What follows belongs to an exercise in optimizing a design on an open flow for small area, a short achievable clock period and few clock cycles per item; a production flow would make more cautious choices.
Where RTL was checked, it was by simulation tests only, not by an equivalence proof against the original.
Only the layout flow was run in runs 1 to 4; the RTL was not checked for function there.

==> flow/design.v <==
package aes_pkg;
    localparam int BLK_W  = 128;
    localparam int AES_NR = 10;
endpackage
module aes_xor2 (input logic a, input logic b, output logic y);
    assign y = a ^ b;
endmodule
module aes_xnor2 (input logic a, input logic b, output logic y);
    assign y = ~(a ^ b);
endmodule
module aes_nand2 (input logic a, input logic b, output logic y);
    assign y = ~(a & b);
endmodule
module aes_nand3 (input logic a, input logic b, input logic c, output logic y);
    assign y = ~(a & b & c);
endmodule
module aes_xor8 (input logic [7:0] a, input logic [7:0] b, output logic [7:0] y);
    for (genvar i = 0; i < 8; i++) begin : g_x
        aes_xor2 u_x (.a(a[i]), .b(b[i]), .y(y[i]));
    end
endmodule
module aes_xor32 (input logic [31:0] a, input logic [31:0] b, output logic [31:0] y);
    for (genvar i = 0; i < 32; i++) begin : g_x
        aes_xor2 u_x (.a(a[i]), .b(b[i]), .y(y[i]));
    end
endmodule
module sub_bytes
(
    input  logic [7:0] din,
    output logic [7:0] dout
);
    logic T1, T2, T3, T4, T5, T6, T7, T8, T9, T10, T11, T12;
    logic T13, T14, T15, T16, T17, T18, T19, T20, T21, T22, T23, T24;
    logic T25, T26, T27, M1, M2, M3, M4, M5, M6, M7, M8, M9;
    logic M10, M11, M12, M13, M14, M15, M16, M17, M18, M19, M20, M21;
    logic M22, M23, M24, M25, M26, M27, M28, M29, M30, M32, M33, M35;
    logic M36, M37, M38, M39, M40, M41, M42, M43, M44, M45, M46, M47;
    logic M48, M49, M50, M51, M52, M53, M54, M55, M56, M57, M58, M59;
    logic M60, M61, M62, M63, L0, L1, L2, L3, L4, L5, L6, L7;
    logic L8, L9, L10, L11, L12, L13, L14, L15, L16, L17, L18, L19;
    logic L20, L21, L22, L23, L24, L25, L26, L27, L28, L29;
    aes_xor2 u_T1 (.a(din[7]), .b(din[4]), .y(T1));
    aes_xor2 u_T2 (.a(din[7]), .b(din[2]), .y(T2));
    aes_xor2 u_T3 (.a(din[7]), .b(din[1]), .y(T3));
    aes_xor2 u_T4 (.a(din[4]), .b(din[2]), .y(T4));
    aes_xor2 u_T5 (.a(din[3]), .b(din[1]), .y(T5));
    aes_xor2 u_T6 (.a(T1), .b(T5), .y(T6));
    aes_xor2 u_T7 (.a(din[6]), .b(din[5]), .y(T7));
    aes_xor2 u_T8 (.a(din[0]), .b(T6), .y(T8));
    aes_xor2 u_T9 (.a(din[0]), .b(T7), .y(T9));
    aes_xor2 u_T10 (.a(T6), .b(T7), .y(T10));
    aes_xor2 u_T11 (.a(din[6]), .b(din[2]), .y(T11));
    aes_xor2 u_T12 (.a(din[5]), .b(din[2]), .y(T12));
    aes_xor2 u_T13 (.a(T3), .b(T4), .y(T13));
    aes_xor2 u_T14 (.a(T6), .b(T11), .y(T14));
    aes_xor2 u_T15 (.a(T5), .b(T11), .y(T15));
    aes_xor2 u_T16 (.a(T5), .b(T12), .y(T16));
    aes_xor2 u_T17 (.a(T9), .b(T16), .y(T17));
    aes_xor2 u_T18 (.a(din[4]), .b(din[0]), .y(T18));
    aes_xor2 u_T19 (.a(T7), .b(T18), .y(T19));
    aes_xor2 u_T20 (.a(T1), .b(T19), .y(T20));
    aes_xor2 u_T21 (.a(din[1]), .b(din[0]), .y(T21));
    aes_xor2 u_T22 (.a(T7), .b(T21), .y(T22));
    aes_xor2 u_T23 (.a(T2), .b(T22), .y(T23));
    aes_xor2 u_T24 (.a(T2), .b(T10), .y(T24));
    aes_xor2 u_T25 (.a(T20), .b(T17), .y(T25));
    aes_xor2 u_T26 (.a(T3), .b(T16), .y(T26));
    aes_xor2 u_T27 (.a(T1), .b(T12), .y(T27));
    aes_nand2 u_M1 (.a(T13), .b(T6), .y(M1));
    aes_nand2 u_M2 (.a(T23), .b(T8), .y(M2));
    aes_xnor2 u_M3 (.a(T14), .b(M1), .y(M3));
    aes_nand2 u_M4 (.a(T19), .b(din[0]), .y(M4));
    aes_xor2 u_M5 (.a(M4), .b(M1), .y(M5));
    aes_nand2 u_M6 (.a(T3), .b(T16), .y(M6));
    aes_nand2 u_M7 (.a(T22), .b(T9), .y(M7));
    aes_xnor2 u_M8 (.a(T26), .b(M6), .y(M8));
    aes_nand2 u_M9 (.a(T20), .b(T17), .y(M9));
    aes_xor2 u_M10 (.a(M9), .b(M6), .y(M10));
    aes_nand2 u_M11 (.a(T1), .b(T15), .y(M11));
    aes_nand2 u_M12 (.a(T4), .b(T27), .y(M12));
    aes_xor2 u_M13 (.a(M12), .b(M11), .y(M13));
    aes_nand2 u_M14 (.a(T2), .b(T10), .y(M14));
    aes_xor2 u_M15 (.a(M14), .b(M11), .y(M15));
    aes_xnor2 u_M16 (.a(M3), .b(M2), .y(M16));
    aes_xor2 u_M17 (.a(M5), .b(T24), .y(M17));
    aes_xnor2 u_M18 (.a(M8), .b(M7), .y(M18));
    aes_xor2 u_M19 (.a(M10), .b(M15), .y(M19));
    aes_xor2 u_M20 (.a(M16), .b(M13), .y(M20));
    aes_xor2 u_M21 (.a(M17), .b(M15), .y(M21));
    aes_xor2 u_M22 (.a(M18), .b(M13), .y(M22));
    aes_xor2 u_M23 (.a(M19), .b(T25), .y(M23));
    aes_xor2 u_M24 (.a(M22), .b(M23), .y(M24));
    aes_nand2 u_M25 (.a(M22), .b(M20), .y(M25));
    aes_xnor2 u_M26 (.a(M21), .b(M25), .y(M26));
    aes_xor2 u_M27 (.a(M20), .b(M21), .y(M27));
    aes_xnor2 u_M28 (.a(M23), .b(M25), .y(M28));
    aes_nand2 u_M29 (.a(M28), .b(M27), .y(M29));
    aes_nand2 u_M30 (.a(M26), .b(M24), .y(M30));
    aes_nand3 u_M32 (.a(M27), .b(M20), .c(M23), .y(M32));
    aes_xnor2 u_M33 (.a(M27), .b(M25), .y(M33));
    aes_nand3 u_M35 (.a(M24), .b(M21), .c(M22), .y(M35));
    aes_xnor2 u_M36 (.a(M24), .b(M25), .y(M36));
    aes_xnor2 u_M37 (.a(M21), .b(M29), .y(M37));
    aes_xnor2 u_M38 (.a(M32), .b(M33), .y(M38));
    aes_xnor2 u_M39 (.a(M23), .b(M30), .y(M39));
    aes_xnor2 u_M40 (.a(M35), .b(M36), .y(M40));
    aes_xor2 u_M41 (.a(M38), .b(M40), .y(M41));
    aes_xor2 u_M42 (.a(M37), .b(M39), .y(M42));
    aes_xor2 u_M43 (.a(M37), .b(M38), .y(M43));
    aes_xor2 u_M44 (.a(M39), .b(M40), .y(M44));
    aes_xor2 u_M45 (.a(M42), .b(M41), .y(M45));
    aes_nand2 u_M46 (.a(M44), .b(T6), .y(M46));
    aes_nand2 u_M47 (.a(M40), .b(T8), .y(M47));
    aes_nand2 u_M48 (.a(M39), .b(din[0]), .y(M48));
    aes_nand2 u_M49 (.a(M43), .b(T16), .y(M49));
    aes_nand2 u_M50 (.a(M38), .b(T9), .y(M50));
    aes_nand2 u_M51 (.a(M37), .b(T17), .y(M51));
    aes_nand2 u_M52 (.a(M42), .b(T15), .y(M52));
    aes_nand2 u_M53 (.a(M45), .b(T27), .y(M53));
    aes_nand2 u_M54 (.a(M41), .b(T10), .y(M54));
    aes_nand2 u_M55 (.a(M44), .b(T13), .y(M55));
    aes_nand2 u_M56 (.a(M40), .b(T23), .y(M56));
    aes_nand2 u_M57 (.a(M39), .b(T19), .y(M57));
    aes_nand2 u_M58 (.a(M43), .b(T3), .y(M58));
    aes_nand2 u_M59 (.a(M38), .b(T22), .y(M59));
    aes_nand2 u_M60 (.a(M37), .b(T20), .y(M60));
    aes_nand2 u_M61 (.a(M42), .b(T1), .y(M61));
    aes_nand2 u_M62 (.a(M45), .b(T4), .y(M62));
    aes_nand2 u_M63 (.a(M41), .b(T2), .y(M63));
    aes_xor2 u_L0 (.a(M61), .b(M62), .y(L0));
    aes_xor2 u_L1 (.a(M50), .b(M56), .y(L1));
    aes_xor2 u_L2 (.a(M46), .b(M48), .y(L2));
    aes_xor2 u_L3 (.a(M47), .b(M55), .y(L3));
    aes_xor2 u_L4 (.a(M54), .b(M58), .y(L4));
    aes_xor2 u_L5 (.a(M49), .b(M61), .y(L5));
    aes_xnor2 u_L6 (.a(M62), .b(L5), .y(L6));
    aes_xnor2 u_L7 (.a(M46), .b(L3), .y(L7));
    aes_xor2 u_L8 (.a(M51), .b(M59), .y(L8));
    aes_xor2 u_L9 (.a(M52), .b(M53), .y(L9));
    aes_xnor2 u_L10 (.a(M53), .b(L4), .y(L10));
    aes_xnor2 u_L11 (.a(M60), .b(L2), .y(L11));
    aes_xor2 u_L12 (.a(M48), .b(M51), .y(L12));
    aes_xnor2 u_L13 (.a(M50), .b(L0), .y(L13));
    aes_xor2 u_L14 (.a(M52), .b(M61), .y(L14));
    aes_xnor2 u_L15 (.a(M55), .b(L1), .y(L15));
    aes_xnor2 u_L16 (.a(M56), .b(L0), .y(L16));
    aes_xnor2 u_L17 (.a(M57), .b(L1), .y(L17));
    aes_xnor2 u_L18 (.a(M58), .b(L8), .y(L18));
    aes_xnor2 u_L19 (.a(M63), .b(L4), .y(L19));
    aes_xor2 u_L20 (.a(L0), .b(L1), .y(L20));
    aes_xor2 u_L21 (.a(L1), .b(L7), .y(L21));
    aes_xor2 u_L22 (.a(L3), .b(L12), .y(L22));
    aes_xor2 u_L23 (.a(L18), .b(L2), .y(L23));
    aes_xor2 u_L24 (.a(L15), .b(L9), .y(L24));
    aes_xor2 u_L25 (.a(L6), .b(L10), .y(L25));
    aes_xor2 u_L26 (.a(L7), .b(L9), .y(L26));
    aes_xor2 u_L27 (.a(L8), .b(L10), .y(L27));
    aes_xor2 u_L28 (.a(L11), .b(L14), .y(L28));
    aes_xor2 u_L29 (.a(L11), .b(L17), .y(L29));
    aes_xor2 u_S0 (.a(L6), .b(L24), .y(dout[7]));
    aes_xnor2 u_S1 (.a(L16), .b(L26), .y(dout[6]));
    aes_xnor2 u_S2 (.a(L19), .b(L28), .y(dout[5]));
    aes_xor2 u_S3 (.a(L6), .b(L21), .y(dout[4]));
    aes_xor2 u_S4 (.a(L20), .b(L22), .y(dout[3]));
    aes_xor2 u_S5 (.a(L25), .b(L29), .y(dout[2]));
    aes_xnor2 u_S6 (.a(L13), .b(L27), .y(dout[1]));
    aes_xnor2 u_S7 (.a(L6), .b(L23), .y(dout[0]));
endmodule
import aes_pkg::*;
module shift_rows
(
    input  logic [BLK_W-1:0] din,
    output logic [BLK_W-1:0] dout
);
    always_comb begin
        dout = '0;
        for (int c = 0; c < 4; c++) begin
            for (int r = 0; r < 4; r++) begin
                dout[127 - 8*(r + 4*c) -: 8] = din[127 - 8*(r + 4*((c + r) % 4)) -: 8];
            end
        end
    end
endmodule
import aes_pkg::*;
module aes_key_step
(
    input  logic [BLK_W-1:0] key_in,
    input  logic [7:0]       rc,
    output logic [BLK_W-1:0] key_out
);
    logic [31:0] w0, w1, w2, w3;
    logic [31:0] w0r;
    logic [31:0] sub_w;
    logic [31:0] n0, n1, n2, n3;
    assign w0 = key_in[127:96];
    assign w1 = key_in[95:64];
    assign w2 = key_in[63:32];
    assign w3 = key_in[31:0];
    sub_bytes u_sb0 (.din(w3[23:16]), .dout(sub_w[31:24]));
    sub_bytes u_sb1 (.din(w3[15:8]),  .dout(sub_w[23:16]));
    sub_bytes u_sb2 (.din(w3[7:0]),   .dout(sub_w[15:8]));
    sub_bytes u_sb3 (.din(w3[31:24]), .dout(sub_w[7:0]));
    aes_xor8 u_rc (.a(w0[31:24]), .b(rc), .y(w0r[31:24]));
    assign w0r[23:0] = w0[23:0];
    logic [31:0] p1, p2, p3;
    aes_xor32 u_p1 (.a(w0r), .b(w1), .y(p1));
    aes_xor32 u_p2 (.a(p1),  .b(w2), .y(p2));
    aes_xor32 u_p3 (.a(p2),  .b(w3), .y(p3));
    aes_xor32 u_n0 (.a(w0r), .b(sub_w), .y(n0));
    aes_xor32 u_n1 (.a(p1),  .b(sub_w), .y(n1));
    aes_xor32 u_n2 (.a(p2),  .b(sub_w), .y(n2));
    aes_xor32 u_n3 (.a(p3),  .b(sub_w), .y(n3));
    assign key_out = {n0, n1, n2, n3};
endmodule
import aes_pkg::*;
module aes_mc_byte
(
    input  logic [7:0] p,
    input  logic [7:0] b,
    input  logic [7:0] c,
    output logic [7:0] y
);
    logic [7:0] bc;
    logic [7:0] xt;
    aes_xor8 u_bc (.a(b), .b(c), .y(bc));
    assign xt[0] = p[7];
    assign xt[2] = p[1];
    assign xt[5] = p[4];
    assign xt[6] = p[5];
    assign xt[7] = p[6];
    aes_xor2 u_x1 (.a(p[0]), .b(p[7]), .y(xt[1]));
    aes_xor2 u_x3 (.a(p[2]), .b(p[7]), .y(xt[3]));
    aes_xor2 u_x4 (.a(p[3]), .b(p[7]), .y(xt[4]));
    aes_xor8 u_y (.a(xt), .b(bc), .y(y));
endmodule
module aes_mix_column
(
    input  logic [31:0] din,
    output logic [31:0] dout
);
    logic [7:0] a0, a1, a2, a3;
    logic [7:0] p01, p12, p23, p30;
    assign a0 = din[31:24];
    assign a1 = din[23:16];
    assign a2 = din[15:8];
    assign a3 = din[7:0];
    aes_xor8 u_p01 (.a(a0), .b(a1), .y(p01));
    aes_xor8 u_p12 (.a(a1), .b(a2), .y(p12));
    aes_xor8 u_p23 (.a(a2), .b(a3), .y(p23));
    aes_xor8 u_p30 (.a(a3), .b(a0), .y(p30));
    aes_mc_byte u_b0 (.p(p01), .b(a1), .c(p23), .y(dout[31:24]));
    aes_mc_byte u_b1 (.p(p12), .b(a2), .c(p30), .y(dout[23:16]));
    aes_mc_byte u_b2 (.p(p23), .b(a3), .c(p01), .y(dout[15:8]));
    aes_mc_byte u_b3 (.p(p30), .b(a0), .c(p12), .y(dout[7:0]));
endmodule
module aes128_round_seq
#(
    parameter int CNT_W = 32,
    parameter int NR    = 10
) (
    input  logic               clk,
    input  logic               rst,
    input  logic               in_valid,
    output logic               in_ready,
    input  logic [BLK_W-1:0]   in_text,
    input  logic [BLK_W-1:0]   in_key,
    output logic               out_valid,
    input  logic               out_ready,
    output logic [BLK_W-1:0]   out_data,
    output logic               busy
);
    function automatic logic [7:0] rcon(input logic [3:0] idx);
        case (idx)
            4'd1:    rcon = 8'h01;
            4'd2:    rcon = 8'h02;
            4'd3:    rcon = 8'h04;
            4'd4:    rcon = 8'h08;
            4'd5:    rcon = 8'h10;
            4'd6:    rcon = 8'h20;
            4'd7:    rcon = 8'h40;
            4'd8:    rcon = 8'h80;
            4'd9:    rcon = 8'h1b;
            4'd10:   rcon = 8'h36;
            default: rcon = 8'h00;
        endcase
    endfunction
    if (NR != AES_NR || CNT_W < 1) begin : g_bad_cfg
        $error("aes128_round_seq: NR must be 10 and CNT_W at least 1");
    end
    logic [BLK_W-1:0] st_q, st_d;       
    logic [BLK_W-1:0] key_q, key_d;     
    logic [BLK_W-1:0] psr_q, psr_d;     
    logic [BLK_W-1:0] pnk_q, pnk_d;     
    logic [BLK_W-1:0] out_q, out_d;
    logic       va_q, va_d;             
    logic [3:0] rnda_q, rnda_d;         
    logic       vb_q, vb_d;             
    logic [3:0] rndb_q, rndb_d;         
    logic       ov_q, ov_d;             
    logic       rdy_q, rdy_d;           
    logic       busy_q, busy_d;
    logic [BLK_W-1:0] ark;
    logic [BLK_W-1:0] sr;
    logic [BLK_W-1:0] mc;
    logic [BLK_W-1:0] nk;
    logic [BLK_W-1:0] ct;
    for (genvar i = 0; i < 4; i++) begin : g_ark
        aes_xor32 u_ark (.a(st_q[32*i +: 32]), .b(key_q[32*i +: 32]), .y(ark[32*i +: 32]));
    end
    for (genvar c = 0; c < 4; c++) begin : g_col
        for (genvar r = 0; r < 4; r++) begin : g_row
            sub_bytes u_sb (
                .din  (ark[127 - 8*(r + 4*((c + r) % 4)) -: 8]),
                .dout (sr[127 - 8*(r + 4*c) -: 8])
            );
        end
    end
    aes_key_step u_key_step (
        .key_in  (key_q),
        .rc      (rcon(rnda_q)),
        .key_out (nk)
    );
    for (genvar i = 0; i < 4; i++) begin : g_mc
        aes_mix_column u_mc (.din(psr_q[32*i +: 32]), .dout(mc[32*i +: 32]));
    end
    for (genvar i = 0; i < 4; i++) begin : g_ct
        aes_xor32 u_ct (.a(psr_q[32*i +: 32]), .b(pnk_q[32*i +: 32]), .y(ct[32*i +: 32]));
    end
    logic lastb;       
    logic hold;        
    logic fin;         
    logic selb;        
    logic take;        
    assign lastb = vb_q && (rndb_q == 4'd10);
    assign hold  = lastb && ov_q && !out_ready;
    assign fin   = lastb && !hold;
    assign selb  = vb_q && !lastb;
    assign take  = rdy_q && in_valid;
    assign st_d  = ({BLK_W{rdy_q}} & in_text)
                 | ({BLK_W{hold}}  & st_q)
                 | ({BLK_W{selb}}  & mc);
    assign key_d = ({BLK_W{rdy_q}} & in_key)
                 | ({BLK_W{hold}}  & key_q)
                 | ({BLK_W{selb}}  & pnk_q);
    assign psr_d = hold ? psr_q : sr;
    assign pnk_d = hold ? pnk_q : nk;
    logic out_load;
    logic out_keep;
    assign out_load = fin && !rst;
    assign out_keep = !fin && !out_ready && !rst;
    assign out_d = ({BLK_W{out_load}} & ct) | ({BLK_W{out_keep}} & out_q);
    always_comb begin
        if (hold) begin
            va_d   = va_q;
            rnda_d = rnda_q;
            vb_d   = vb_q;
            rndb_d = rndb_q;
        end else begin
            va_d   = selb || take;
            rnda_d = selb ? rndb_q + 4'd1 : 4'd1;
            vb_d   = va_q;
            rndb_d = rnda_q;
        end
        ov_d   = fin || (ov_q && !out_ready);
        rdy_d  = !vb_d || ((rndb_d == 4'd10) && !ov_d);
        busy_d = va_d || vb_d;
    end
    always_ff @(posedge clk) begin
        st_q  <= st_d;
        key_q <= key_d;
        psr_q <= psr_d;
        pnk_q <= pnk_d;
        out_q <= out_d;
    end
    always_ff @(posedge clk or posedge rst) begin
        if (rst) begin
            va_q   <= 1'b0;
            rnda_q <= 4'd0;
            vb_q   <= 1'b0;
            rndb_q <= 4'd0;
            ov_q   <= 1'b0;
            rdy_q  <= 1'b1;
            busy_q <= 1'b0;
        end else begin
            va_q   <= va_d;
            rnda_q <= rnda_d;
            vb_q   <= vb_d;
            rndb_q <= rndb_d;
            ov_q   <= ov_d;
            rdy_q  <= rdy_d;
            busy_q <= busy_d;
        end
    end
    assign in_ready  = rdy_q;
    assign out_valid = ov_q;
    assign busy      = busy_q;
    assign out_data  = out_q;
endmodule
==> flow/flow/run.sh <==
#!/bin/bash
set -euo pipefail
PORTBUF="BUFFER_PORTS_ARGS=-buffer_cell sky130_fd_sc_hd__buf_1"
bash standard.sh SETUP_SLACK_MARGIN=0.4 "$PORTBUF" cts > flow_make_cts.log 2>&1
bash standard.sh "$PORTBUF" finish > flow_make_finish.log 2>&1
==> flow/standard.sh <==
#!/bin/bash
# synth_recipe.tcl (not shown) runs the flow's synth.tcl, then flattens the netlist and writes it again
# the make line also repeats each setting of config.mk as NAME=value (left out here)
make -C /OpenROAD-flow-scripts/flow DESIGN_CONFIG=/design/flow/config.mk WORK_HOME=/design/flow/orfs CLKGATE_MAP_FILE= SYNTH_SCRIPT=/design/flow/synth_recipe.tcl "${@:-finish}"
==> flow/config.mk <==
export PLATFORM = sky130hd
export DESIGN_NAME = aes128_round_seq
export DESIGN_NICKNAME = aes128_round_seq
export VERILOG_FILES = /design/flow/design.v
export SDC_FILE = /design/flow/constraint.sdc
export NUM_CORES = 4
export LEC_CHECK = 0
export CAP_MARGIN = 20
export CORE_MARGIN = 2
export CORE_UTILIZATION = 60
export SETUP_SLACK_MARGIN = 0.4
export SLEW_MARGIN = 20
export SYNTH_HIERARCHICAL = 1
==> flow/constraint.sdc <==
create_clock -name core_clock -period 20.0 [get_ports {clk}]
set_input_delay 4.0000 -clock core_clock [delete_from_list [all_inputs] [get_ports {clk}]]
set_output_delay 4.0000 -clock core_clock [all_outputs]
set_load 0.01 [all_outputs]
==> summary.txt, run 1 <==
initial drt markers=around 3500; global-route wire length before repair=between 200 and 250 mm; Arrival @ worst endpoint=slightly above 8 ns; CTS tree=yes; Avg Cell Area, Syn=9.64 um^2; Critical Path RT=20.57 ns; crit-path cells=buf_1 -> nand2b_1 -> nor2_4 -> buf_4 -> buf_4 -> buf_4 -> a221o_1; share of layout cells above drive strength 1=0.0310; # hold bufs at CTS=0; maxcap violations=0; Max clock buf depth=3; CP max FO=90; NumNets Final=5811; RR Startpoint=key_q[20]; # IOs=391; clk slew on worst S/H paths=approximately 0.06 ns; Worst Skew=approximately 0.028 ns; Die Area=0.0857 mm^2; worst skew pair latency=0.64 ns; via count=approximately 38000; Final Max Tran Viols=0; worst path bufs/invs=4; DR pass1 iterations=5; vias per cell=5.63; core box area=0.0822 mm^2; Resize count post-CTS=0; CP startpoint kind=primary input; number of global-route vias before repair=36500; Die W=293 um; Root Buffer=clkbuf_16; yosys warns=7; starting density of the core=0.608; largest net degree at the start of global routing=117; post-synth cell types=40; Critical Path Most Common Cell=buf_4; final std cells w/o fill=6680; Rows=105; Synth Register Bits=653; worst slew pin tran=1.30 ns; status=no timing/DRC/antenna violations; cell taking the most area after synthesis=xor2_1; Reg2Reg Capture Point=pnk_q[124]; post-synth top area share=0.399; syn_nets=5456; Crit. End Element=flip-flop; initial antenna violation count=2; Worst Setup EP=key_q[61]; Critical Path Slowest Stage Cell=buf_4; Final min period=~7.6 ns; CTS buffer count=77; antenna-violating nets left=0; synthesis-to-finish area growth=10.2%; routed length on met1=70.2 mm; Fin. Hold Viols=0; number of cells on the critical path=7; fmax=132 MHz; type of the most critical hold path=flip-flop to flip-flop; final worst-path setup slack=between 10 and 15 ns; Post-CTS Setup Inserts=0; # DRC=0; Sink Count=approximately 650; RSZ-0062 raised after global routing=false; mean routed wirelength per cell=23.8 um; dpl ws=11.93 ns; r2r setup slk=13.39 ns; Reg2Reg Depth=16; highest metal used=met5; CP delay by family, top=buffers and inverters; Post-Syn Instances=between 5000 and 6000; dominant synthesized flop cell=dfxtp_1; Setup Viol. Count Final=0; DRT Wirelength=between 150 and 200 mm; port bufs=390; ant diodes=0; WL met3=11.7 mm; Post-synth ARST share=0.0199; EDFF count, synth=256; register area share after synthesis=0.314; slew margin rel.=0.132; critical path class=primary input to flip-flop; All-Layer GR Usage=0.362; GP Congestion=1.01; DP HPWL=124 mm; Setup TNS=0 ns; Worst Setup SP=out_ready; Synth Cell Area=~0.050 mm^2; metal2 WL=69.8 mm; Max stage delay on crit path=0.92 ns; top cells by area in the synthesized netlist=xor2_1 40%, dfxtp_1 15%, edfxtp_1 15%, xnor2_1 9.1%, nand2_1 5.5%; fillcell total=6949; DP Cell Count=6536; die extent in y=293 um; H-Tree Level Count=3; period utilisation layout=0.378; gr ovfl total=0
per-module statistics from Yosys, one instance, submodules excluded, excerpt:
module,copies in the design,flip-flops and latches,cells
aes_xnor2,520,0,1
aes128_round_seq,1,653,1750
aes_nand2,600,0,1
aes_xor2,2280,0,1
aes_nand3,40,0,1
cells in the final DEF (no fill, tap or decap), types with 2 or more instances in the layout:
cell / instances
xor2_1: 2274
nand2_1: 734
xnor2_1: 511
buf_1: 389
dfxtp_1: 384
and2_1: 258
a221o_1: 256
edfxtp_1: 256
inv_1: 132
o32ai_1: 128
clkbuf_16: 84
nand3_1: 40
buf_4: 29
clkbuf_1: 21
dfrtp_1: 12
clkinv_2: 11
xnor2_2: 10
clkbuf_8: 8
xor2_2: 7
ha_1: 6
clkinv_1: 6
nand2b_1: 5
clkinvlp_4: 5
nor2b_1: 4
nor2_4: 3
o21ai_0: 3
and3b_1: 2
a22o_1: 2
o22ai_1: 2
bufinv_16: 2
inv_16: 2
synth_stat cells (all sizes together) (3+ instances only):
library cell  instances
a221o               256
nor2                  4
nand3                41
nor2b                 5
edfxtp              256
o21ai                 3
xor2               2281
nand2b                5
buf                  81
nand2               734
and2                258
dfrtp                12
xnor2               521
o32ai               128
clkbuf               62
ha                    6
inv                 133
dfxtp               384
layout make-up:
type                            instances  area [um^2]  share of cell area
Timing Repair Buffer                  419         1690              0.0306
Clock buffer                          113         2290              0.0416
Tap cell                             1070         1340              0.0243
Clock inverter                         31          285             0.00518
Inverter                              133          507             0.00920
Multi-Input combinational cell       4261        33300               0.604
Sequential cell                       653        15700               0.285
stage by stage:
stage               hold WS, ns   util  area (um^2)
floorplan                 0.432      -        50000
global placement          0.460  0.639        52500
detailed placement        0.463  0.639        52500
CTS                       0.473  0.670        55100
global route              0.494  0.670        55100
finish                    0.471  0.670        55100
flip-flops by register name (all words and copies together), names as in the netlist:
| register | count |
|---|---|
| key_q | 128 |
| busy_q | 1 |
| out_q | 128 |
| rndb_q | 4 |
| ov_q | 1 |
| pnk_q | 128 |
| psr_q | 128 |
| rnda_q | 4 |
| vb_q | 1 |
| rdy_q | 1 |
| va_q | 1 |
| st_q | 128 |
logic make-up (layout without fill, tap and decap cells):
family / Yosys count / in the layout / synth area share
compound gates: 397 / 397 / 0.0754
simple gates: 1054 / 1054 / 0.0944
xor+xnor: 2802 / 2802 / 0.491
buf+inv: 276 / 696 / 0.0237
fa+ha+maj: 6 / 6 / 0.00150
flops: 653 / 653 / 0.314
mux: 2 / 2 / 0.000425
routing by layer:
metal,up-vias,GRT usage
met1,18200,0.510
met2,1478,0.560
li1,17700,-
met3,226,0.0459
met5,-,0
met4,2,0.149
worst min path at each step:
| stage | start | end | slack (ns) | cells past startpoint |
|---|---|---|---|---|
| after floorplan | va_q | rdy_q | 0.43 | 1 |
| after global placement | out_q[46] | out_q[46] | 0.46 | 2 |
| after detailed placement | out_q[87] | out_q[87] | 0.46 | 2 |
| after CTS | out_q[87] | out_q[87] | 0.47 | 2 |
| after global routing | out_q[56] | out_q[56] | 0.49 | 2 |
| final | out_q[87] | out_q[87] | 0.47 | 2 |
worst register-to-register path, stage by stage (launching register included):
cell,delay (ns)
dfxtp_1,0.49
xor2_1,0.46
xor2_1,0.55
xor2_1,0.37
nand2_1,0.11
xor2_1,0.26
xor2_1,0.20
xor2_1,0.39
xor2_1,0.32
nand2_1,0.11
xnor2_1,0.41
xor2_1,0.31
nand2_1,0.19
xor2_1,0.22
xnor2_1,0.64
xor2_2,0.89
xor2_1,0.46
==> inputs of run 2 (changes only) <==
==> flow/flow/run.sh (replaced) <==
#!/bin/bash
set -euo pipefail
PORTBUF="BUFFER_PORTS_ARGS=-buffer_cell sky130_fd_sc_hd__buf_1"
bash standard.sh SETUP_SLACK_MARGIN=14.4 "$PORTBUF" cts > flow_make_cts.log 2>&1
bash standard.sh "$PORTBUF" finish > flow_make_finish.log 2>&1
==> run 2 against run 1 <==
Compared with the run above: largest cell class unchanged; area after synthesis is the same; hold slack better by 0.0041 ns; final cell count up 0.16%; wire length rose by 0.95%; highest routed layer is now met4; synthesized cell count unchanged; die area unchanged; setup slack gained 1.8 ns; utilization grew 1.1 points; still clean.
==> summary.txt, run 2 <==
status=no timing/DRC/antenna violations; mean routed wirelength per cell=roughly 24 um; Rows=~110; Root Buffer=clkbuf_16; fmax=173 MHz; top cells by area in the synthesized netlist=xor2_1 40%, dfxtp_1 15%, edfxtp_1 15%, xnor2_1 9.1%, nand2_1 5.5%; most frequent cells in the layout=2209 x xor2_1, 734 x nand2_1, 496 x xnor2_1; GP Congestion=1.00; synthesis-to-finish area growth=12.0%; antenna-violating nets left=0; NumNets Final=5826; gr ovfl total=0; r2r setup slk=14.21 ns; Die W=293 um; most common cell after layout, fill and taps aside=xor2_1; Setup TNS=0 ns; Synth Register Bits=653; number of global-route vias before repair=36300; Sink Count=653; post-synth cell types=40; type of the most critical hold path=flip-flop to flip-flop; DR pass1 iterations=6; cell taking the most area after synthesis=xor2_1; via count=37800; commonest cells in the netlist=2281 x xor2_1, 734 x nand2_1, 521 x xnor2_1; RR Startpoint=key_q[25]; # hold bufs at CTS=0; register area share after synthesis=0.314; ant diodes=0; Setup Viol. Count Final=0; initial antenna violation count=1; CTS buffer count=74; clk slew on worst S/H paths=0.06 ns; largest net degree at the start of global routing=roughly 190; Final Max Tran Viols=0; EDFF count, synth=256; hold path depth=2; final worst-path setup slack=14.21 ns; slew margin rel.=0.248; global-route wire length before repair=around 230 mm; port bufs=390; CP max FO=6; Arrival @ worst endpoint=about 6 ns; Max clock buf depth=3; Fin. Hold Viols=0; yosys warns=7; Post-Syn Instances=5190; dpl ws=12.78 ns; Final min period=5.79 ns; DP HPWL=between 100 and 150 mm; worst skew pair latency=0.64 ns; maxcap violations=0; share of layout cells above drive strength 1=0.0489; core box area=0.0822 mm^2; WHS=0.475 ns; CP startpoint kind=flip-flop; syn_nets=5456; post-synth top area share=0.399; Synth Cell Area=0.0500 mm^2; H-Tree Level Count=3; Reg2Reg Depth=17; Post-synth ARST share=0.0199; critical path class=flip-flop to flip-flop; Reg2Reg Capture Point=pnk_q[65]; # DRC=0; RSZ-0062 raised after global routing=false; # IOs=between 300 and 400; worst slew pin tran=1.13 ns; dominant synthesized flop cell=dfxtp_1; Die Area=0.0857 mm^2; min-delay src=out_q[79]; die extent in y=293 um; All-Layer GR Usage=0.364; DRT Wirelength=160 mm; starting density of the core=0.608; Worst Skew=0.0311 ns; count leader, synth=xor2_1; vias per cell=5.65; Worst Hold End=out_q[79]; period utilisation layout=0.290; Avg Cell Area, Syn=9.64 um^2; initial drt markers=3725; CTS tree=yes; Critical Path RT=20.34 ns; Crit. End Element=flip-flop
run 2: worst max path at each step:
| stage | from | endpoint | slack [ns] | depth (start not counted) |
|---|---|---|---|---|
| final | key_q[25] | pnk_q[65] | 14.21 | 17 |
| after global routing | key_q[63] | psr_q[58] | 13.88 | 17 |
| after CTS | out_ready | pnk_q[34] | 14.37 | 6 |
| after detailed placement | out_ready | pnk_q[48] | 12.78 | 6 |
| after global placement | out_ready | pnk_q[48] | 12.82 | 6 |
| after floorplan | out_ready | rndb_q[1] | 14.44 | 4 |
run 2: cell type report:
cell class                      instances  area (um^2)
Multi-Input combinational cell       4262        34000
Fill cell                            6880        26200
Sequential cell                       653        15700
Clock buffer                          102         2160
Timing Repair Buffer                  435         1880
Tap cell                             1070         1340
Inverter                              133          515
Clock inverter                         35          365
Timing Repair inverter                  1         8.76
run 2: layer usage:
| metal | GRT usage | part of all wire | wire [um] |
|---|---|---|---|
| met5 | 0 | 0 | 0 |
| met1 | 0.511 | 0.43 | 69600 |
| met3 | 0.0510 | 0.078 | 12400 |
| met4 | 0.150 | 0.045 | 7190 |
| met2 | 0.564 | 0.44 | 71000 |
run 2: kinds of logic (layout without fill, tap and decap cells):
group                    after synthesis  count (layout)  synth area share
multiplexers                           2               2          0.000425
XOR/XNOR                            2802            2802             0.491
adder cells (fa/ha/maj)                6               6           0.00150
buffers and inverters                276             706            0.0237
AND/OR/NAND/NOR                     1054            1055            0.0944
AO/OA/AOI/OAI                        397             397            0.0754
flip-flops                           653             653             0.314
run 2: stage by stage:
stage	cell area [um^2]	utilization	cells
final	56000	0.681	6691
after global routing	56000	0.681	6691
after CTS	56000	0.681	6691
after detailed placement	52500	0.639	6539
after global placement	52500	0.639	6539
after floorplan	50000	-	5190
run 2: repair_timing:
action / 4_1_cts / 5_1_grt
setup endpoints to repair: 345 / 0
resized for setup: 104 / 0
setup buffers: 13 / 0
run 2: per-module statistics from Yosys (local to each module, per instance), a selection:
module / area [um^2] / times used / flops+latches
aes_nand2: 3.75 / 600 / 0
aes128_round_seq: 23000 / 1 / 653
aes_xor2: 8.76 / 2280 / 0
aes_xnor2: 8.76 / 520 / 0
aes_nand3: 5.00 / 40 / 0
run 2: critical path, cell delays in order (launching register included):
cell     delay (ns)
dfxtp_1        0.56
xor2_1         0.41
xor2_1         0.48
xor2_1         0.32
nand2_1        0.11
xor2_1         0.17
xor2_1         0.20
xor2_1         0.40
xor2_1         0.30
nand3_1        0.13
xnor2_1        0.39
xor2_1         0.32
xor2_1         0.22
nand2_1        0.14
xor2_1         0.37
xnor2_1        0.18
xnor2_2        0.63
xor2_1         0.18
==> inputs of run 3 (changes only) <==
--- a/flow/design.v
+++ b/flow/design.v
@@ -188,3 +188,4 @@
     input  logic [7:0]       rc,
-    output logic [BLK_W-1:0] key_out
+    output logic [31:0]      sub_w,
+    output logic [BLK_W-1:0] pre
 );
@@ -192,4 +193,3 @@
     logic [31:0] w0r;
-    logic [31:0] sub_w;
-    logic [31:0] n0, n1, n2, n3;
+    logic [31:0] p1, p2, p3;
     assign w0 = key_in[127:96];
@@ -204,3 +204,2 @@
     assign w0r[23:0] = w0[23:0];
-    logic [31:0] p1, p2, p3;
     aes_xor32 u_p1 (.a(w0r), .b(w1), .y(p1));
@@ -208,7 +207,3 @@
     aes_xor32 u_p3 (.a(p2),  .b(w3), .y(p3));
-    aes_xor32 u_n0 (.a(w0r), .b(sub_w), .y(n0));
-    aes_xor32 u_n1 (.a(p1),  .b(sub_w), .y(n1));
-    aes_xor32 u_n2 (.a(p2),  .b(sub_w), .y(n2));
-    aes_xor32 u_n3 (.a(p3),  .b(sub_w), .y(n3));
-    assign key_out = {n0, n1, n2, n3};
+    assign pre = {w0r, p1, p2, p3};
 endmodule
@@ -292,3 +287,4 @@
     logic [BLK_W-1:0] psr_q, psr_d;     
-    logic [BLK_W-1:0] pnk_q, pnk_d;     
+    logic [31:0]      psub_q, psub_d;   
+    logic [BLK_W-1:0] ppre_q, ppre_d;   
     logic [BLK_W-1:0] out_q, out_d;
@@ -301,10 +297,8 @@
     logic       busy_q, busy_d;
-    logic [BLK_W-1:0] ark;
     logic [BLK_W-1:0] sr;
-    logic [BLK_W-1:0] mc;
+    logic [31:0]      sub_w;
+    logic [BLK_W-1:0] pre;
     logic [BLK_W-1:0] nk;
+    logic [BLK_W-1:0] mc;
     logic [BLK_W-1:0] ct;
-    for (genvar i = 0; i < 4; i++) begin : g_ark
-        aes_xor32 u_ark (.a(st_q[32*i +: 32]), .b(key_q[32*i +: 32]), .y(ark[32*i +: 32]));
-    end
     for (genvar c = 0; c < 4; c++) begin : g_col
@@ -312,3 +306,3 @@
             sub_bytes u_sb (
-                .din  (ark[127 - 8*(r + 4*((c + r) % 4)) -: 8]),
+                .din  (st_q[127 - 8*(r + 4*((c + r) % 4)) -: 8]),
                 .dout (sr[127 - 8*(r + 4*c) -: 8])
@@ -318,6 +312,10 @@
     aes_key_step u_key_step (
-        .key_in  (key_q),
-        .rc      (rcon(rnda_q)),
-        .key_out (nk)
+        .key_in (key_q),
+        .rc     (rcon(rnda_q)),
+        .sub_w  (sub_w),
+        .pre    (pre)
     );
+    for (genvar i = 0; i < 4; i++) begin : g_nk
+        aes_xor32 u_nk (.a(ppre_q[32*i +: 32]), .b(psub_q), .y(nk[32*i +: 32]));
+    end
     for (genvar i = 0; i < 4; i++) begin : g_mc
@@ -326,3 +324,3 @@
     for (genvar i = 0; i < 4; i++) begin : g_ct
-        aes_xor32 u_ct (.a(psr_q[32*i +: 32]), .b(pnk_q[32*i +: 32]), .y(ct[32*i +: 32]));
+        aes_xor32 u_ct (.a(psr_q[32*i +: 32]), .b(nk[32*i +: 32]), .y(ct[32*i +: 32]));
     end
@@ -338,10 +336,15 @@
     assign take  = rdy_q && in_valid;
-    assign st_d  = ({BLK_W{rdy_q}} & in_text)
-                 | ({BLK_W{hold}}  & st_q)
-                 | ({BLK_W{selb}}  & mc);
-    assign key_d = ({BLK_W{rdy_q}} & in_key)
-                 | ({BLK_W{hold}}  & key_q)
-                 | ({BLK_W{selb}}  & pnk_q);
-    assign psr_d = hold ? psr_q : sr;
-    assign pnk_d = hold ? pnk_q : nk;
+    logic [BLK_W-1:0] nx;
+    logic [BLK_W-1:0] nkey;
+    logic [BLK_W-1:0] nst;
+    assign nx   = rdy_q ? in_text : mc;
+    assign nkey = rdy_q ? in_key  : nk;
+    for (genvar i = 0; i < 4; i++) begin : g_ark
+        aes_xor32 u_ark (.a(nx[32*i +: 32]), .b(nkey[32*i +: 32]), .y(nst[32*i +: 32]));
+    end
+    assign st_d   = hold ? st_q   : nst;
+    assign key_d  = hold ? key_q  : nkey;
+    assign psr_d  = hold ? psr_q  : sr;
+    assign psub_d = hold ? psub_q : sub_w;
+    assign ppre_d = hold ? ppre_q : pre;
     logic out_load;
@@ -370,4 +373,5 @@
         key_q <= key_d;
-        psr_q <= psr_d;
-        pnk_q <= pnk_d;
+        psr_q  <= psr_d;
+        psub_q <= psub_d;
+        ppre_q <= ppre_d;
         out_q <= out_d;
==> flow/flow/run.sh (replaced) <==
#!/bin/bash
set -euo pipefail
PORTBUF="BUFFER_PORTS_ARGS=-buffer_cell sky130_fd_sc_hd__buf_1"
bash standard.sh SETUP_SLACK_MARGIN=14.6 "$PORTBUF" cts > flow_make_cts.log 2>&1
bash standard.sh "$PORTBUF" finish > flow_make_finish.log 2>&1
==> run 3 against run 2 <==
Compared with the run above: first-iteration DRC count down 17%; hold slack worse by 0.013 ns; wire length down 2.9%; flip-flop and latch count up 32.
==> summary.txt, run 3 <==
status=no timing/DRC/antenna violations; Final min period=5.51 ns; highest metal used=met4; Synth Area in Simple Gates=0.0656; critical path class=primary input to flip-flop; worst path bufs/invs=5; synthesis-to-finish area growth=10.0%; Arrival @ worst endpoint=5.78 ns; RSZ-0062 raised after global routing=false; initial antenna violation count=0; syn_nets=5068; maxcap violations=0; largest net degree at the start of global routing=130; Die W=299 um; vias per cell=5.49; GP Congestion=0.976; post-synth cell types=39; Critical Path Most Common Cell=buf_12; Critical Path Slowest Stage Cell=buf_8; Reg2Reg Capture Point=psub_q[10]; Setup TNS=0 ns; CTS tree=yes; # DRC=0; hold path depth=0; register area share after synthesis=0.368; Max clock buf depth=3; worst slew pin tran=1.13 ns; cell taking the most area after synthesis=xor2_1; share of layout cells above drive strength 1=0.0772; initial drt markers=3078; H-Tree Level Count=3; RR Startpoint=key_q[4]; most common cell after layout, fill and taps aside=xor2_1; CP delay by family, top=buffers and inverters; number of global-route vias before repair=around 34000; Synth Register Bits=between 600 and 700; DP HPWL=about 120 mm; Avg Cell Area, Syn=10.9 um^2; combinational family with the most area after synthesis=XOR/XNOR gates; most frequent cells in the layout=2277 x xor2_1, 605 x nand2_1, 544 x edfxtp_1; Root Buffer=clkbuf_16; WHS=0.462 ns; port bufs=390; XOR/XNOR Fraction of Synth Area=0.470; footprint of the multi-input gates=between 0.03 and 0.04 mm^2; yosys warns=7; EDFF count, synth=544; antenna-violating nets left=0; All-Layer GR Usage=0.340; count leader, synth=xor2_1; Fin. Hold Viols=0; # IOs=~390; core box area=roughly 0.086 mm^2; CTS buffer count=77; post-synthesis mux area share=0.0556; DR pass1 iterations=5; global-route wire length before repair=223 mm; NumNets Final=between 5000 and 6000; mean routed wirelength per cell=24.3 um; FF/Latch Area=between 0.015 and 0.02 mm^2; type of the most critical hold path=flip-flop to flip-flop; die extent in y=roughly 300 um; worst skew pair latency=0.64 ns; commonest cells in the netlist=2280 x xor2_1, 605 x nand2_1, 544 x edfxtp_1; Die Area=between 0.08 and 0.09 mm^2; r2r setup slk=14.57 ns; top cells by area in the synthesized netlist=xor2_1 38%, edfxtp_1 31%, xnor2_1 8.7%, mux2_2 5.5%, dfxtp_1 4.9%; DRT Wirelength=156 mm; fmax=182 MHz; period utilisation layout=0.275; CP max FO=73; Crit. End Element=flip-flop; via count=35200; post-synth top area share=0.383; gr ovfl total=0; starting density of the core=0.604; Worst Skew=0.0342 ns; metal2 WL=71.5 mm; number of cells on the critical path=7; Synth Area in Adders=0.00144; Final Max Tran Viols=0; Post-Syn Instances=4802; fillcell total=7012; Critical Path RT=between 20 and 25 ns; Setup Viol. Count Final=0; Rows=108; WL met3=10.2 mm; Worst Hold End=ppre_q[113]; CP startpoint kind=primary input; Compound-Gate Fraction of Synth Area=0.0263; dominant synthesized flop cell=edfxtp_1; crit-path cells=buf_1 -> nand2b_4 -> nor2_4 -> buf_12 -> clkinv_16 -> buf_8 -> buf_12; # hold bufs at CTS=0; Sink Count=between 600 and 700; Max stage delay on crit path=around 0.5 ns; routed length on met1=slightly below 70 mm; slew margin rel.=0.248; Reg2Reg Depth=16; Synth Cell Area=about 0.052 mm^2; Post-synth ARST share=0.0190; clk slew on worst S/H paths=around 0.06 ns; min-delay src=key_q[113]
[run 3: cell count changes after synthesis, moves of 128 or more]
| cell | previous run | this run |
|---|---|---|
| mux2_2 | 1 | 257 |
| nand2_1 | 734 | 605 |
| edfxtp_1 | 256 | 544 |
| a32o_1 | 0 | 128 |
| o32ai_1 | 128 | 0 |
| a221o_1 | 256 | 1 |
| dfxtp_1 | 384 | 128 |
[run 3: cells by family (layout without fill, tap and decap cells)]
logic type | count (synthesis) | after routing
compound gates | 141 | 141
simple gates | 796 | 796
buf+inv | 115 | 559
other cells | 0 | 1
xor+xnor | 2801 | 2801
fa+ha+maj | 6 | 6
mux | 258 | 258
flops | 685 | 685
[run 3: layout make-up]
cell class / instances / area share
timing repair buffer: 407 / 0.0291
sequential: 685 / 0.335
multi-input combinational: 4002 / 0.564
timing repair inverter: 2 / 0.000566
clock inverter: 35 / 0.00643
tap: 1155 / 0.0252
clock buffer: 109 / 0.0395
inverter: 6 / 0.000937
antenna: 1 / 0.0000436
[run 3: metrics by stage]
step / worst slack [ns] / util / std cells / instance area (um^2)
CTS: 14.60 / 0.664 / 6401 / 57400
global placement: 12.81 / 0.632 / 6250 / 54600
global route: 14.07 / 0.664 / 6401 / 57400
detailed placement: 12.79 / 0.632 / 6250 / 54600
floorplan: 14.09 / - / 4802 / 52200
finish: 14.49 / 0.664 / 6402 / 57400
[run 3: what timing repair did]
| item | in CTS | in global routing |
|---|---|---|
| gates resized for setup | 10 | 0 |
| buffers inserted | 5 | 0 |
| endpoints found under the setup margin | 306 | 0 |
[run 3: worst max-delay path by stage]
| stage | startpoint | endpoint |
|---|---|---|
| after floorplan | out_ready | rndb_q[1] |
| after global placement | out_ready | psr_q[43] |
| after detailed placement | out_ready | psr_q[43] |
| after CTS | out_ready | key_q[98] |
| after global routing | st_q[119] | psr_q[18] |
| final | out_ready | key_q[96] |
[run 3: routing by layer]
| layer | GRT usage | vias to the layer above |
|---|---|---|
| met5 | 0 | - |
| met4 | 0.125 | 0 |
| met3 | 0.0370 | 208 |
| met2 | 0.544 | 1254 |
| met1 | 0.477 | 17200 |
| li1 | - | 16500 |
[run 3: per-module statistics from Yosys (local to each module, per instance), a selection]
module / copies in the design / cells / flip-flops and latches / cell area [um^2]
aes128_round_seq: 1 / 1338 / 685 / 25000
aes_key_step: 1 / 24 / 0 / 180
aes_xnor2: 520 / 1 / 0 / 8.76
aes_xor2: 2280 / 1 / 0 / 8.76
aes_nand3: 40 / 1 / 0 / 5.00
aes_nand2: 600 / 1 / 0 / 3.75
==> inputs of run 4 (changes only) <==
==> flow/flow/run.sh (replaced) <==
#!/bin/bash
set -euo pipefail
PORTBUF="BUFFER_PORTS_ARGS=-buffer_cell sky130_fd_sc_hd__buf_1"
bash standard.sh SETUP_SLACK_MARGIN=15.0 "$PORTBUF" cts > flow_make_cts.log 2>&1
bash standard.sh "$PORTBUF" finish > flow_make_finish.log 2>&1
==> run 4 against run 3 <==
Compared with the run above: register-to-register slack improved by 0.34 ns; still clean on timing, DRC and antenna; largest cell class unchanged; fmax increased by 3.2%; critical path type is now flip-flop to primary output; non-clock buffer count increased by 7.
==> summary.txt, run 4 <==
starting density of the core=0.604; critical path class=flip-flop to primary output; Compound-Gate Fraction of Synth Area=0.0263; worst slew pin tran=1.06 ns; # IOs=391; Arrival @ worst endpoint=1.33 ns; Setup Viol. Count Final=0; XOR/XNOR Fraction of Synth Area=0.470; share of layout cells above drive strength 1=0.144; initial drt markers=3079; CP startpoint kind=flip-flop; GP Congestion=0.976; most common cell after layout, fill and taps aside=xor2_1; type of the most critical hold path=flip-flop to flip-flop; antenna-violating nets left=0; Final Util=0.688; commonest cells in the netlist=2280 x xor2_1, 605 x nand2_1, 544 x edfxtp_1; RSZ-0062 raised after global routing=false; Root Buffer=clkbuf_16; worst skew pair latency=0.64 ns; yosys warns=7; # hold bufs at CTS=0; post-synth cell types=39; NumNets Final=about 5500; Synth Register Bits=685; Final min period=5.33 ns; Worst Skew=0.0298 ns; number of global-route vias before repair=between 30000 and 40000; Critical Path RT=around 16 ns; status=no timing/DRC/antenna violations; syn_nets=5068; Avg Cell Area, Syn=10.9 um^2; global-route wire length before repair=227 mm; most frequent cells in the layout=2212 x xor2_1, 605 x nand2_1, 544 x edfxtp_1; Sink Count=685; ant diodes=0; min-delay src=key_q[113]; top cells by area in the synthesized netlist=xor2_1 38%, edfxtp_1 31%, xnor2_1 8.7%, mux2_2 5.5%, dfxtp_1 4.9%; Crit. End Element=primary output; CTS buffer count=77; mean routed wirelength per cell=24.6 um; crit-path cells=buf_6; Reg2Reg Depth=16; dominant synthesized flop cell=edfxtp_1; Synth Area in Adders=0.00144; Max clock buf depth=3; combinational family with the most area after synthesis=XOR/XNOR gates; largest net degree at the start of global routing=130; post-synthesis mux area share=0.0556; DRT Wirelength=158 mm; cell taking the most area after synthesis=xor2_1; post-synth top area share=0.383; RR Startpoint=st_q[105]; via count=35200; CP delay by family, top=flip-flops; Die Area=0.0894 mm^2; core box area=0.0865 mm^2; DP HPWL=122 mm; Post-synth ARST share=0.0190; # DRC=0; Worst Hold End=ppre_q[113]; gr ovfl total=0; register area share after synthesis=0.368; CP max FO=2; Critical Path Slowest Stage Cell=dfstp_4; slew margin rel.=0.293; Post-Syn Instances=4802; Synth Cell Area=roughly 0.052 mm^2; initial antenna violation count=1; vias per cell=between 5 and 6; Final Max Tran Viols=0; fmax=187 MHz; CTS tree=yes; worst path bufs/invs=1; Max stage delay on crit path=0.62 ns; Rows=108; maxcap violations=0; r2r setup slk=14.91 ns; period utilisation layout=0.267; Fin. Hold Viols=0; die extent in y=299 um; hold path depth=0; DR pass1 iterations=5; All-Layer GR Usage=0.346; Die W=299 um; count leader, synth=xor2_1; Reg2Reg Capture Point=psr_q[46]; clk slew on worst S/H paths=0.06 ns; Setup TNS=0 ns; H-Tree Level Count=3; port bufs=just under 400; synthesis-to-finish area growth=13.9%; Synth Area in Simple Gates=0.0656; EDFF count, synth=approximately 540
run 4: cell counts after synthesis:
Identical to the previous run, type by type.
run 4: logic make-up (layout without fill, tap and decap cells):
family,after synthesis,count (layout)
xor+xnor,2801,2801
simple gates,796,796
buf+inv,115,566
fa+ha+maj,6,6
flops,685,685
compound gates,141,141
mux,258,258
run 4: final cells by class:
cell class | count | area, um^2
tap | 1155 | 1450
inverter | 6 | 62.6
timing repair inverter | 2 | 46.3
sequential | 685 | 19400
clock inverter | 35 | 369
clock buffer | 109 | 2270
fill | 6696 | 27000
multi-input combinational | 4002 | 33100
timing repair buffer | 414 | 2770
run 4: what timing repair did:
item / 4_1_cts / 5_1_grt
gates resized for setup: 502 / 0
buffers inserted: 9 / 0
setup endpoints to repair: 945 / 0
run 4: Yosys stat by module (local to each module, per instance), a selection:
module / cell area, um^2 / copies in the design / flip-flops and latches
aes128_round_seq: 25000 / 1 / 685
aes_key_step: 180 / 1 / 0
aes_xnor2: 8.76 / 520 / 0
aes_xor2: 8.76 / 2280 / 0
aes_nand3: 5.00 / 40 / 0
aes_nand2: 3.75 / 600 / 0
run 4: worst max-delay path by stage:
stage               startpoint   endpoint  slack (ns)  cells past startpoint
CTS                      rdy_q   in_ready       14.64                      1
global route          st_q[89]  psr_q[91]       14.44                     16
detailed placement   out_ready  psr_q[43]       12.79                      6
floorplan            out_ready  rndb_q[1]       14.09                      4
global placement     out_ready  psr_q[43]       12.81                      6
finish                   rdy_q   in_ready       14.67                      1
run 4: per-stage QoR:
stage               hold slack, ns  setup slack, ns  instance area, um^2  instances
CTS                          0.459            14.64                59500       6408
detailed placement           0.456            12.79                54600       6250
floorplan                    0.433            14.09                52200       4802
global placement             0.451            12.81                54600       6250
global route                 0.468            14.44                59500       6408
finish                       0.462            14.67                59500       6408
run 4: metal layers:
metal / GRT usage / part of all wire
met3: 0.0343 / 0.066
met1: 0.485 / 0.43
met4: 0.125 / 0.037
met2: 0.558 / 0.46
met5: 0 / 0
==> inputs of run 5 (changes only) <==
--- a/flow/design.v
+++ b/flow/design.v
@@ -296,2 +296,3 @@
     logic       rdy_q, rdy_d;           
+    logic       rdy_n_q;                
     logic       busy_q, busy_d;
@@ -380,20 +381,22 @@
         if (rst) begin
-            va_q   <= 1'b0;
-            rnda_q <= 4'd0;
-            vb_q   <= 1'b0;
-            rndb_q <= 4'd0;
-            ov_q   <= 1'b0;
-            rdy_q  <= 1'b1;
-            busy_q <= 1'b0;
+            va_q    <= 1'b0;
+            rnda_q  <= 4'd0;
+            vb_q    <= 1'b0;
+            rndb_q  <= 4'd0;
+            ov_q    <= 1'b0;
+            rdy_q   <= 1'b1;
+            rdy_n_q <= 1'b0;
+            busy_q  <= 1'b0;
         end else begin
-            va_q   <= va_d;
-            rnda_q <= rnda_d;
-            vb_q   <= vb_d;
-            rndb_q <= rndb_d;
-            ov_q   <= ov_d;
-            rdy_q  <= rdy_d;
-            busy_q <= busy_d;
+            va_q    <= va_d;
+            rnda_q  <= rnda_d;
+            vb_q    <= vb_d;
+            rndb_q  <= rndb_d;
+            ov_q    <= ov_d;
+            rdy_q   <= rdy_d;
+            rdy_n_q <= !rdy_d;
+            busy_q  <= busy_d;
         end
     end
-    assign in_ready  = rdy_q;
+    assign in_ready  = !rdy_n_q;
     assign out_valid = ov_q;
==> flow/flow/run.sh (replaced) <==
#!/bin/bash
set -euo pipefail
PORTBUF="BUFFER_PORTS_ARGS=-buffer_cell sky130_fd_sc_hd__buf_1"
bash standard.sh SETUP_SLACK_MARGIN=15.3 "$PORTBUF" cts > flow_make_cts.log 2>&1
bash standard.sh "$PORTBUF" finish > flow_make_finish.log 2>&1
==> run 5 against run 4 <==
Compared with the run above: highest routed layer unchanged; critical path type unchanged; synthesized cell count hardly changed; area after synthesis about the same; critical path depth stayed put; utilization is 4.7 points higher; wire length up 5.9%; largest cell class unchanged; register-to-register slack improved by 0.24 ns; flip-flop and latch count is 1 higher.
==> summary.txt, run 5 <==
status=no timing/DRC/antenna violations; type of the most critical hold path=flip-flop to flip-flop; Final min period=5.14 ns; Synth Cell Area=0.0522 mm^2; gr ovfl total=0; hold path depth=0; initial antenna violation count=2; Critical Path RT=between 15 and 20 ns; slew margin rel.=0.217; initial drt markers=around 3700; fmax=~190 MHz; final std cells w/o fill=between 6000 and 7000; All-Layer GR Usage=0.369; # DRC=0; number of cells on the critical path=1; global-route wire length before repair=241 mm; Post-synth ARST share=0.0204; starting density of the core=0.603; port bufs=a little under 400; clk slew on worst S/H paths=0.06 ns; Max stage delay on crit path=0.39 ns; maxcap violations=0; period utilisation layout=0.257; Setup Viol. Count Final=0; post-synth cell types=38; WHS=approximately 0.47 ns; die extent in y=299 um; critical path class=flip-flop to primary output; share of layout cells above drive strength 1=0.191; cell taking the most area after synthesis=xor2_1; top cells by area in the synthesized netlist=xor2_1 38%, edfxtp_1 31%, xnor2_1 8.7%, mux2_2 5.5%, dfxtp_1 4.9%; number of global-route vias before repair=36500; Final Max Tran Viols=0; footprint of the multi-input gates=0.0347 mm^2; RSZ-0062 raised after global routing=false; worst skew pair latency=0.64 ns; Worst Setup SP=ov_q; Fin. Hold Viols=0; Crit. End Element=primary output; largest net degree at the start of global routing=80; DP HPWL=122 mm; Reg2Reg Depth=16; CP delay by family, top=flip-flops; yosys warns=7; ant diodes=0; Sink Count=between 600 and 700; RR Startpoint=key_q[9]; H-Tree Level Count=3; commonest cells in the netlist=2280 x xor2_1, 605 x nand2_1, 544 x edfxtp_1; EDFF count, synth=544; via count=around 36000; # hold bufs at CTS=0; min-delay src=key_q[110]; Root Buffer=clkbuf_16; # IOs=391; Critical Path Slowest Stage Cell=dfrtp_1; Avg Cell Area, Syn=10.9 um^2; CP max FO=2; worst path bufs/invs=1; most frequent cells in the layout=2110 x xor2_1, 605 x nand2_1, 544 x edfxtp_1; FF/Latch Area=0.0194 mm^2; mean routed wirelength per cell=25.5 um; Arrival @ worst endpoint=1.14 ns; vias per cell=5.56; CTS tree=yes; syn_nets=a little over 5000; worst slew pin tran=1.17 ns; count leader, synth=xor2_1; DP Cell Count=between 6000 and 7000; core box area=slightly below 0.09 mm^2; Rows=~110; Synth Register Bits=686; Worst Skew=0.0296 ns; post-synth top area share=0.383; GP Congestion=0.967; Post-Syn Instances=4805; DR pass1 iterations=6; register area share after synthesis=0.369; Die W=299 um; CP startpoint kind=flip-flop; Max clock buf depth=3; DRT Wirelength=167 mm; NumNets Final=5591; most common cell after layout, fill and taps aside=xor2_1; crit-path cells=buf_6; antenna-violating nets left=0; Die Area=0.0893 mm^2; synthesis-to-finish area growth=21.8%; Setup TNS=0 ns; fillcell total=slightly above 6000; CTS buffer count=roughly 80; dominant synthesized flop cell=edfxtp_1
==> run 5: cell types whose count changed after synthesis, sizes merged <==
cell,change
o21a,+1
dfrtp,+1
inv,+1
clkbuf,+1
buf,-1
==> run 5: final timing paths <==
| path | end | slack, ns |
|---|---|---|
| max in group asynchronous | rdy_q | 16.11 |
| setup reg to reg | psub_q[18] | 15.15 |
| min in group asynchronous | rnda_q[2] | 3.55 |
| hold reg to reg | ppre_q[110] | 0.47 |
| setup / recovery | out_valid | 14.86 |
| hold / removal | ppre_q[110] | 0.47 |
==> run 5: layout make-up <==
type                    instances  area share
multi-input cells            4005       0.546
flip-flops and latches        686       0.306
repair buffers                532      0.0769
clock buffers                 109      0.0355
well taps                    1155      0.0227
clock inverters                37     0.00656
repair inverters               15     0.00567
inverters                       7     0.00108
==> run 5: modules after synthesis (local to each module, per instance), excerpt <==
module,cells inside,times used
aes_nand3,1,40
aes_nand2,1,600
aes_xor2,1,2280
aes_xnor2,1,520
aes_key_step,24,1
aes128_round_seq,1341,1
==> run 5: metrics by stage <==
stage               setup WS [ns]  cell area (um^2)  utilization
floorplan                   14.08             52300            -
global placement            12.29             54700        0.632
detailed placement          12.24             54700        0.632
CTS                         14.83             63500        0.735
global route                14.79             63500        0.735
finish                      14.86             63500        0.735
==> run 5: logic make-up (layout without fill, tap and decap cells) <==
logic type      Yosys count  in the layout  synth area share
xor+xnor               2801           2801             0.470
simple gates            796            798            0.0657
flops                   686            686             0.369
mux                     258            258            0.0557
compound gates          142            142            0.0265
buf+inv                 116            700            0.0114
fa+ha+maj                 6              6           0.00144
==> run 5: metal layers <==
layer	up-vias	global-route usage	routed length, um
met4	0	0.154	7620
li1	16700	-	-
met5	-	0	0
met3	241	0.0468	12400
met2	1581	0.581	76100
met1	17900	0.516	70600
==> run 5: repair_timing <==
| action | CTS | global route |
|---|---|---|
| gates resized for setup | 787 | 0 |
| setup endpoints to repair | 960 | 0 |
| setup buffers | 84 | 0 |
Testbench counts of run 5, summed over its fixed seeds: cycles 20,520, items 2,048.
==> inputs of run 6 (changes only) <==
==> flow/flow/run.sh (replaced) <==
#!/bin/bash
set -euo pipefail
PORTBUF="BUFFER_PORTS_ARGS=-buffer_cell sky130_fd_sc_hd__buf_1"
bash standard.sh SETUP_SLACK_MARGIN=15.0 "$PORTBUF" cts > flow_make_cts.log 2>&1
bash standard.sh "$PORTBUF" finish > flow_make_finish.log 2>&1
==> run 6 against run 5 <==
Compared with the run above: still clean; non-clock buffer count down 117; flip-flop and latch count unchanged; first-iteration DRC count is 8.3% lower; critical path depth up 15; area after synthesis is the same; critical endpoint is now psr_q[46]; largest cell class unchanged; highest routed layer is now met5.
==> summary.txt, run 6 <==
status=no timing/DRC/antenna violations; number of global-route vias before repair=34900; starting density of the core=0.603; # IOs=391; Final min period=5.16 ns; All-Layer GR Usage=0.346; Fin. Hold Viols=0; DRT Wirelength=158 mm; # hold bufs at CTS=0; DP HPWL=122 mm; Die W=299 um; yosys warns=7; core box area=0.0865 mm^2; GP Congestion=between 0.9 and 1; Post-synth ARST share=0.0204; Post-Syn Instances=~4800; DP Cell Count=~6300; most frequent cells in the layout=2215 x xor2_1, 605 x nand2_1, 544 x edfxtp_1; share of layout cells above drive strength 1=0.145; antenna-violating nets left=0; design area=0.0597 mm^2; Critical Path Most Common Cell=xor2_1; Final Max Tran Viols=0; via count=~35000; largest net degree at the start of global routing=147; Rows=108; Crit. End Element=flip-flop; RR Startpoint=st_q[109]; Synth Cell Area=~0.052 mm^2; Synth Register Bits=686; # DRC=0; vias per cell=5.53; initial drt markers=~3400; slew margin rel.=0.193; CTS buffer count=about 80; dominant synthesized flop cell=edfxtp_1; global-route wire length before repair=roughly 230 mm; critical path class=flip-flop to flip-flop; EDFF count, synth=544; Worst Setup SP=st_q[109]; mean routed wirelength per cell=24.6 um; port bufs=between 300 and 400; fillcell total=approximately 6700; RSZ-0062 raised after global routing=false
## run 6: cell count changes in the layout (fill, tap and decap cells not counted), moves of 23 or more
cell and delta:
buf_16 -47, xor2_1 +105, xor2_4 -36, buf_12 -23, xnor2_2 -30, xnor2_1 +38
xor2_2 -69, buf_4 -46
## run 6: final timing paths
check / to / depth (start not counted)
setup / recovery: psr_q[46] / 16
setup reg to reg: psr_q[46] / 16
min in group asynchronous: rnda_q[1] / 2
hold reg to reg: ppre_q[107] / 0
hold / removal: ppre_q[107] / 0
max in group asynchronous: busy_q / 2
## run 6: routing by layer
metal / up-vias / track usage / routed length [um]
met3: 234 / 0.0395 / 10400
met5: - / 0 / 13
met4: 2 / 0.142 / 6920
li1: 16500 / - / -
met2: 1377 / 0.544 / 71400
met1: 17300 / 0.487 / 69100
## run 6: through the flow
stage          hold WS, ns
2_1_floorplan        0.456
3_3_place_gp         0.450
3_5_place_dp         0.457
4_1_cts              0.469
5_1_grt              0.471
6_report             0.468
## run 6: logic make-up (layout without fill, tap and decap cells)
group           Yosys count  after routing  share of synthesized area
flops                   686            686                      0.369
xor+xnor               2801           2801                      0.470
simple gates            796            796                     0.0657
fa+ha+maj                 6              6                    0.00144
mux                     258            258                     0.0557
compound gates          142            142                     0.0265
buf+inv                 116            571                     0.0114
## run 6: layout make-up
cell class / count / area [um^2] / area share
multi-input cells: 4003 / 33100 / 0.555
clock buffers: 107 / 2260 / 0.0378
clock inverters: 39 / 478 / 0.00801
well taps: 1155 / 1450 / 0.0242
flip-flops and latches: 686 / 19400 / 0.326
inverters: 7 / 57.6 / 0.000965
repair inverters: 3 / 48.8 / 0.000818
repair buffers: 415 / 2850 / 0.0477
## run 6: timing repair
| item | CTS | global route |
|---|---|---|
| resized for setup | 501 | 0 |
| setup buffers | 7 | 0 |
| endpoints found under the hold margin | 0 | 0 |
| setup endpoints to repair | 741 | 0 |
## run 6: critical path, delay by kind of cell (launching register included)
kind	cells	cell delay, ns
flip-flops	1	0.45
XOR/XNOR	13	4.00
AND/OR/NAND/NOR	3	0.43
## run 6: per-module statistics from Yosys, one instance, submodules excluded, a selection
| module | cells inside | area [um^2] |
|---|---|---|
| aes128_round_seq | 1341 | 25000 |
| aes_key_step | 24 | 180 |
| aes_xnor2 | 1 | 8.76 |
| aes_xor2 | 1 | 8.76 |
| aes_nand3 | 1 | 5.00 |
| aes_nand2 | 1 | 3.75 |

-- afterwards: timing with drivers on the ports --
The results above use ideal ports. As a check the final layouts listed here were re-extracted and re-timed, cells and wires unchanged.
Step 1: set_driving_cell puts a clkbuf_16 on clk and a buf_2 on each other input, an assumption about the parent block.
Step 2, shift: input delay + t, output delay - t, t = (earliest + latest rising clock arrival at the registers) / 2. This alone moves slack from input paths to output paths.
Slacks: ideal ports / drivers / drivers and shift; pairs: ideal ports / drivers.
run	shift t [ns]	slack for setup (ns)	cell pins on the clock port's net
run 1	0.685	12.433 / 12.472 / 11.786	1
run 2	0.685	14.206 / 14.206 / 13.674	1
run 3	0.692	14.495 / 14.538 / 13.847	1
run 4	0.694	14.665 / 14.593 / 14.294	1
run 5	0.697	14.862 / 14.789 / 14.265	1
run 6	0.706	14.837 / 14.768 / 14.233	1
After both steps setup and hold are still met in every run listed. The setup slack of run 3, which loses most, moves by +0.043 ns with the drivers and by -0.648 ns with both steps.
